This design comes from an exercise in tuning for small area and a short achievable clock period on the open sky130 flow, not from production work. At most, simulation tests tie the RTL to the original design; equivalence was not proved. Power is estimated from default activity; no workload was simulated.

==> flow/design.v (excerpt) <==
module intl_top #(
    parameter int sym_w  = intl_pkg::SYM_W,
    parameter int addr_w = intl_pkg::ADDR_W,
    parameter int stride = intl_pkg::STRIDE
) (
    input  wire                 clk,
    input  wire                 n_rst,
    input  wire  [sym_w-1:0]    wdata,
    input  wire  [addr_w-1:0]   waddr,
    input  wire                 wen,
    input  wire  [addr_w-1:0]   pb_len,
    input  wire                 start,
    output logic [sym_w-1:0]    rdata0,
    output logic [sym_w-1:0]    rdata1,
    output logic [sym_w-1:0]    rdata2,
    output logic [sym_w-1:0]    rdata3,
    output logic                dout_vld
);
==> flow/config.mk <==
export PLATFORM = sky130hd
export DESIGN_NAME = intl_top
export DESIGN_NICKNAME = intl_top
export VERILOG_FILES = /design/flow/design.v
export SDC_FILE = /design/flow/constraint.sdc
export NUM_CORES = 4
export LEC_CHECK = 0
export CAP_MARGIN = 20
export CORE_MARGIN = 2
export CORE_UTILIZATION = 65
export CTS_CLUSTER_DIAMETER = 150
export CTS_CLUSTER_SIZE = 28
export SLEW_MARGIN = 20
==> flow/constraint.sdc <==
create_clock -name core_clock -period 10.0 [get_ports {clk}]
set_input_delay 2.0000 -clock core_clock [delete_from_list [all_inputs] [get_ports {clk}]]
set_output_delay 2.0000 -clock core_clock [all_outputs]
set_load 0.01 [all_outputs]
standard.sh (not shown) runs the stock make flow with config.mk's settings and CLKGATE_MAP_FILE= SYNTH_SCRIPT=/design/flow/synth_recipe.tcl, a recipe that flattens the netlist after the stock synthesis.
==> flow/flow/run.sh <==
#!/bin/bash
# Standard ORFS layout, with repair_timing asked for extra setup slack so that
# the achieved period (not only the 10 ns constraint) is optimised, and the
# ports buffered with a fast buffer. Each step's log stays in orfs/logs.
set -euo pipefail
MARGIN=7.0
bash standard.sh SETUP_SLACK_MARGIN=$MARGIN TNS_END_PERCENT=20 \
    "BUFFER_PORTS_ARGS=-buffer_cell sky130_fd_sc_hd__buf_4" finish > standard.log 2>&1
==> next run, changes <==
--- a/flow/flow/run.sh
+++ b/flow/flow/run.sh
@@ -4,5 +4,5 @@
 # ports buffered with a fast buffer. Each step's log stays in orfs/logs.
 set -euo pipefail
-MARGIN=7.0
+MARGIN=7.2
 bash standard.sh SETUP_SLACK_MARGIN=$MARGIN TNS_END_PERCENT=20 \
     "BUFFER_PORTS_ARGS=-buffer_cell sky130_fd_sc_hd__buf_4" finish > standard.log 2>&1
CORE_UTILIZATION = 55   (was 65)
=>
- core utilization is lower by 11 points
- power is higher by 0.38%
- setup slack got worse by 0.0063 ns
- die area grows by 18%
- fmax stays flat
- synthesized cell count is unchanged
==> next run, changes <==
--- a/flow/flow/run.sh
+++ b/flow/flow/run.sh
@@ -4,5 +4,5 @@
 # ports buffered with a fast buffer. Each step's log stays in orfs/logs.
 set -euo pipefail
-MARGIN=7.2
+MARGIN=7.0
 bash standard.sh SETUP_SLACK_MARGIN=$MARGIN TNS_END_PERCENT=20 \
     "BUFFER_PORTS_ARGS=-buffer_cell sky130_fd_sc_hd__buf_4" finish > standard.log 2>&1
Worst setup slack gets worse by 0.0053 ns.
Via count falls by 0.34%.
Global-route usage barely changes.
Power is about the same.
Combinational power falls by about 1%.
Sequential cell count does not change.
Non-clock buffer count falls by 7.
==> next run, changes <==
CTS_CLUSTER_DIAMETER = 100   (was 150)
Routed wire length is about the same.
Sequential power stays flat.
Cell area is about the same.
First-iteration DRC count drops by 2.1%.
Total power stays flat.
Worst hold slack stays flat.
Non-clock buffer count does not change.

========
intl_top, a different RTL version from the one above (not shown whole).
Size: roughly 39 I/O pins, ~43000 sq um of cells after synthesis.
clock: 10.0 ns
lec_check: 0
cap_margin: 20
core_margin: 2
core_utilization: 55
cts_cluster_diameter: 150
cts_cluster_size: 28
slew_margin: 20
==> flow/flow/run.sh <==
#!/bin/bash
# Standard ORFS layout, with repair_timing asked for extra setup slack so that
# the achieved period (not only the 10 ns constraint) is optimised, and the
# ports buffered with a fast buffer. Each step's log stays in orfs/logs.
set -euo pipefail
MARGIN=7.0
bash standard.sh SETUP_SLACK_MARGIN=$MARGIN TNS_END_PERCENT=20 \
    "BUFFER_PORTS_ARGS=-buffer_cell sky130_fd_sc_hd__buf_4" finish > standard.log 2>&1
The starting point passed the timing, DRC and antenna checks.
Change:
--- a/flow/flow/run.sh
+++ b/flow/flow/run.sh
@@ -6 +6 @@
-MARGIN=7.0
+MARGIN=7.5
After rerunning: Hold slack is about the same. Non-clock buffer count is higher by 76. Clock power barely changes. First-iteration DRC count is higher by about a fifth. Die area does not change. Via count went up by a few percent. Design area came out higher by a few percent. Wire length rises by roughly a tenth. Final cell count went up by a few percent. Synthesized area is unchanged. Maximum frequency rose slightly.
Change:
--- a/flow/flow/run.sh
+++ b/flow/flow/run.sh
@@ -6 +6 @@
-MARGIN=7.5
+MARGIN=7.0
- CORE_UTILIZATION: 55 -> 30
- CTS_CLUSTER_DIAMETER: 150 -> default
- CTS_CLUSTER_SIZE: 28 -> default
Result: Design area rises by about 3%. Global-route usage falls by 18 points. Clock skew barely changes.
No functional check of the RTL was part of any run of this note.

-- port drivers added, routing unchanged --
No port has a modelled driver above. Below, the same layouts with a new extraction and two added sets of constraints.
Step 1: set_driving_cell puts a clkbuf_16 on clk and a buf_2 on each other input, an assumption about the parent block.
Step 2 times the ports against the registers' clock, not the clock port: input delays grow and output delays shrink by t, the midpoint of the rising clock arrivals with the driver on.
Slacks: ideal / step 1 / step 2; pairs: ideal / step 1.
| run | t, ns | slack for setup (ns) | hold slack, ns | worst setup path at the end |
|---|---|---|---|---|
| the first run of note 1 | 0.704 | 6.849 / 6.782 / 6.556 | 0.338 / 0.338 / 0.338 | input to register |
| the second run of note 1 | 0.698 | 6.843 / 6.778 / 6.508 | 0.338 / 0.338 / 0.338 | input to register |
| the third run of note 1 | 0.704 | 6.837 / 6.770 / 6.505 | 0.338 / 0.338 / 0.338 | input to register |
| the fourth run of note 1 | 0.706 | 6.823 / 6.761 / 6.521 | 0.337 / 0.337 / 0.337 | input to register |
| the first run of note 2 | 0.699 | 6.799 / 6.789 / 6.423 | 0.345 / 0.345 / 0.345 | input to register |
| the second run of note 2 | 0.710 | 6.834 / 6.781 / 6.432 | 0.346 / 0.346 / 0.346 | input to register |
| the third run of note 2 | 0.759 | 6.771 / 6.741 / 6.496 | 0.327 / 0.327 / 0.327 | input to register |
After both steps every run listed still meets setup and hold. For the second run of note 2, which loses most, drivers alone change the setup slack by -0.053 ns; drivers and shift together by -0.402 ns.
